From an optimization exercise on the open Yosys and OpenROAD flow, aimed at small area and a short achievable clock period; shortcuts taken in it are not production practice. The RTL was checked by simulation tests, not by an equivalence proof against the original design.

`flow/design.v`:
```
module imu_fp (
  input  logic        clk,
  input  logic        rst,
  input  logic [31:0] value,
  input  logic [31:0] row,
  output logic [31:0] data
);
  localparam logic [31:0] QNAN = 32'h7FC0_0000;
  logic [31:0] data_d, data_q;
  logic        sgn, a_nan, b_nan, a_inf, b_inf, a_zero, b_zero;
  logic        g, st, up;
  logic [47:0] prod;
  logic [22:0] frac;
  logic [23:0] rnd;
  logic [9:0]  e;
  logic [7:0]  em;
  logic [31:0] inf, zero;
  always_comb begin
    sgn    = value[31] ^ row[31];
    a_nan  = (&value[30:23]) && (|value[22:0]);
    b_nan  = (&row[30:23]) && (|row[22:0]);
    a_inf  = (&value[30:23]) && !(|value[22:0]);
    b_inf  = (&row[30:23]) && !(|row[22:0]);
    a_zero = !(|value[30:23]);
    b_zero = !(|row[30:23]);
    prod   = {24'd0, 1'b1, value[22:0]} * {24'd0, 1'b1, row[22:0]};
    frac   = prod[47] ? prod[46:24] : prod[45:23];
    g      = prod[47] ? prod[23] : prod[22];
    st     = prod[47] ? |prod[22:0] : |prod[21:0];
    up     = g & (st | frac[0]);
    rnd    = {1'b0, frac} + {23'd0, up};
    e      = {2'd0, value[30:23]} + {2'd0, row[30:23]} + {9'd0, prod[47]} + {9'd0, rnd[23]};
    em     = e[7:0] - 8'd127;
    inf    = {sgn, 8'hFF, 23'd0};
    zero   = {sgn, 31'd0};
    data_d = (a_nan || b_nan)                       ? QNAN :
             ((a_inf && b_zero) || (b_inf && a_zero)) ? QNAN :
             (a_inf || b_inf)                       ? inf  :
             (a_zero || b_zero)                     ? zero :
             (e >= 10'd382)                         ? inf  :
             (e <= 10'd127)                         ? zero :
                                                      {sgn, em, rnd[22:0]};
  end
  always_ff @(posedge clk) begin
    if (rst) data_q <= '0;
    else     data_q <= data_d;
  end
  assign data = data_q;
endmodule
```
`flow/run.sh`:
```
#!/bin/bash
# synth_recipe.tcl (not shown) runs the flow's synth.tcl, then flattens the netlist and writes it again
# the make line also repeats each setting of config.mk as NAME=value (left out here)
make -C /OpenROAD-flow-scripts/flow DESIGN_CONFIG=/design/flow/config.mk WORK_HOME=/design/flow/orfs CLKGATE_MAP_FILE= SYNTH_SCRIPT=/design/flow/synth_recipe.tcl finish
```
`flow/config.mk`:
```
export PLATFORM = sky130hd
export DESIGN_NAME = imu_fp
export DESIGN_NICKNAME = imu_fp
export VERILOG_FILES = /design/flow/design.v
export SDC_FILE = /design/flow/constraint.sdc
export NUM_CORES = 4
export LEC_CHECK = 0
export CAP_MARGIN = 20
export CORE_MARGIN = 2
export CORE_UTILIZATION = 40
export SLEW_MARGIN = 20
```
`flow/constraint.sdc`:
```
create_clock -name core_clock -period 13.0 [get_ports {clk}]
set_input_delay 2.6000 -clock core_clock [delete_from_list [all_inputs] [get_ports {clk}]]
set_output_delay 2.6000 -clock core_clock [all_outputs]
set_load 0.01 [all_outputs]
```
==> flow_summary_export.csv <==
group,metric,value,unit
run_status,status,"finished clean",
yosys,synth_most_common_cell,"inv_1",
cells_and_area,multi_input_area,20200,µm²
placed_design,dp_hpwl,59500,µm
routing,wl_per_cell,19.0,µm
worst_setup_path,path_common_cell,"fa_1",
cells_and_area,largestRegisters,"data_q (32)",
cells_and_area,antenna-diode-count,0,
global_route,grt_max_degree,29,
sta,fmax,77.8,MHz
global_route,antenna_found_initial,0,
routing,postRouteAntennaNets,0,
cts,cts_tree,"done",
sta,fin_hold_ws,2950,ps
routing,dr.pass1.iters,5,
worst_setup_path,path_class,"in2reg",
sta,fin_crit_sh,98.9,%
sta,tightest_slew,797,ps
yosys,synth_largest_area_cell,"fa_1",
cts,cts_sinks,32,
die,die_w,240,µm
yosys,synth-edff-count,0,
sta,fin_crit,12860,ps
yosys,ys_seq_area_share,2.87,%
yosys,synth-seq-cells,32,
cells_and_area,drive_gt1_share,28.2,%
yosys,synth.top_cell.area_share,43.5,%
yosys,synth_area,22300,µm²
cts,cts_made_buffers,5,
die,io_pins,98,
die,die_height,240,µm
worst_setup_path,startpoint_type,"primary input",
routing,drt-vias-per-instance,5.19,
cells_and_area,fill_cells,5007,
cells_and_area,largest_reg_flops,32,
cts,cts_max_level,2,
die,start_util,40.5,%
global_route,grt_overflow,0,
routing,drt_first_iter_violations,1153,
global_route,track_usage,25.7,%
cells_and_area,largest-register,"data_q",
sta,rsz0062_at_grt,"yes",
worst_hold_path,hp-class,"in2reg",
yosys,ys_warn_count,1,
cts,cts.hold.buffers_added,0,
worst_setup_path,critPathMaxFanout,10,
routing,vias,20322,
yosys,synth_cells,2625,
job,cap_violations,0,
worst_setup_path,arrival,13020,ps
worst_setup_path,slowest_delay,680,ps
routing,drc_errors,0,
cts,cts_buffer_depth,2,
die,dieArea,57600,µm²
global_route,grt_pass1_vias,21700,
cts,path_clk_slew,50,ps
yosys,mappedNetlistNets,3366,
cells_and_area,area_delta_synth_final,35.9,%
sta,setup_violations,0,
sta,finalHoldViolations,0,
cells_and_area,finalInstanceArea,30300,µm²
yosys,netlist_top_cells_count,"577 x inv_1, 484 x fa_1, 329 x nand2_1",
sta,finalMaxSlewViolations,0,
cells_and_area,register_area,641,µm²
worst_setup_path,end_kind,"flip-flop",
yosys,synth_ff_type,"dfxtp_1",
die,coreArea,55100,µm²
cells_and_area,fin_nets,3904,
routing,totalWireLength,74400,µm
worst_setup_path,cp.required,13160,ps
yosys,avgSynthCellArea,8.49,µm²
yosys,ys_top_cells_by_area,"fa_1 43%, ha_1 11%, inv_1 9.7%",
sta,slew-limit-headroom,46.4,%
global_route,grt_pass1_wl,117000,µm
placed_design,dpl-instance-area,27200,µm²
placed_design,gp_congestion,0.937,
cts,root_buffer,"clkbuf_16",
yosys,synth.distinct_cells,89,
worst_setup_path,crit_path_top_delay_cell,"fa_2",
die,num_rows,86,
yosys,synth-async-reset-ratio,0,%
placed_design,io_buffers,97,
[layout make-up]
class | count | share of cell area, %
Inverter | 581 | 7.29
Clock buffer | 7 | 0.504
Multi-Input combinational cell | 1885 | 66.6
Clock inverter | 1 | 0.0991
Timing Repair Buffer | 658 | 20.3
Tap cell | 748 | 3.09
Sequential cell | 32 | 2.11
[critical path: cells and delay by family]
kind	cells	cell delay, ps
adder cells (fa/ha/maj)	11	4980
AND/OR/NAND/NOR	12	2260
AO/OA/AOI/OAI	8	1550
buffers and inverters	7	1260
XOR/XNOR	2	330
[repair_timing]
action | in CTS | in global routing
setup buffers | 80 | 54
pin swaps | 129 | 206
cloned | 7 | 9
gates resized for setup | 211 | 305
setup endpoints to repair | 31 | 31
[per-stage QoR]
step	instances	util (%)	setup slack [ps]	setup TNS (ps)
after CTS	3852	52.6	-27.1	-337
final	3912	55.0	140	0
after global routing	3912	55.0	-82.7	-1110
after floorplan	2625	-	5.47	0
after global placement	3758	49.4	-1120	-33580
after detailed placement	3758	49.4	-1200	-35760
[kinds of logic (layout without fill, tap and decap cells)]
group           count (synthesis)  after routing  share of synthesized area, %
mux                             6              6                         0.281
compound gates                273            273                          8.59
flops                          32             32                          2.87
simple gates                  869            869                          19.6
xor+xnor                       62             62                          2.44
fa+ha+maj                     675            675                          54.2
buf+inv                       708           1247                          12.0
[placed cells by master (no fill, tap or decap), drive strengths merged, types with 6 or more instances in the layout]
| cell type | count |
|---|---|
| o21ai | 50 |
| xor2 | 18 |
| and2 | 245 |
| o21a | 11 |
| xnor2 | 44 |
| nand2b | 6 |
| buf | 555 |
| o21bai | 10 |
| nand4 | 35 |
| a21oi | 76 |
| nand2 | 331 |
| fa | 484 |
| a31oi | 9 |
| nor2 | 112 |
| clkdlybuf4s50 | 51 |
| o211ai | 11 |
| nand3 | 22 |
| clkbuf | 41 |
| ha | 191 |
| dlymetal6s2s | 16 |
| a2111oi | 9 |
| a211oi | 23 |
| inv | 573 |
| dfxtp | 32 |
| and3 | 6 |
| nor4 | 30 |
| a21o | 26 |
| clkinvlp | 6 |
| or3 | 9 |
| nor3 | 38 |
[path summary, 6_finish.rpt]
path	start	end	slack [ps]	cells past startpoint
worst min-delay path	value[31]	data_q[31]	2950	3
worst max-delay path	value[1]	data_q[0]	140	40
[routing by layer]
layer	track usage [%]	up-vias	part of all wire, %
met5	0	-	0
met4	8.71	0	4.1
met3	2.79	170	5.5
met2	44.7	716	49
met1	33.3	10298	41
li1	-	9138	-

what the ideal ports hide:
Ports are ideal in the flow. The routed layout listed here was re-timed in OpenROAD. Step 1, drivers: a clkbuf_16 drives clk and a buf_2 each remaining input, both assumed. Step 2 moves the port delays by t, midway between the first and last clock arrival at a register: inputs arrive t later, outputs are due t later. That takes back most of the time a late clock gives input paths. a / b / c = no drivers / after step 1 / after step 2; a / b = the first two.
t (ns): 0.309
setup WS [ns]: 0.140 / 0.150 / -0.159
worst data-port slew with drivers (ns): 0.05
With both steps, setup timing fails in this run, where it was met with ideal ports. The setup slack of this run moves by +0.010 ns with the drivers and by -0.299 ns with both steps.
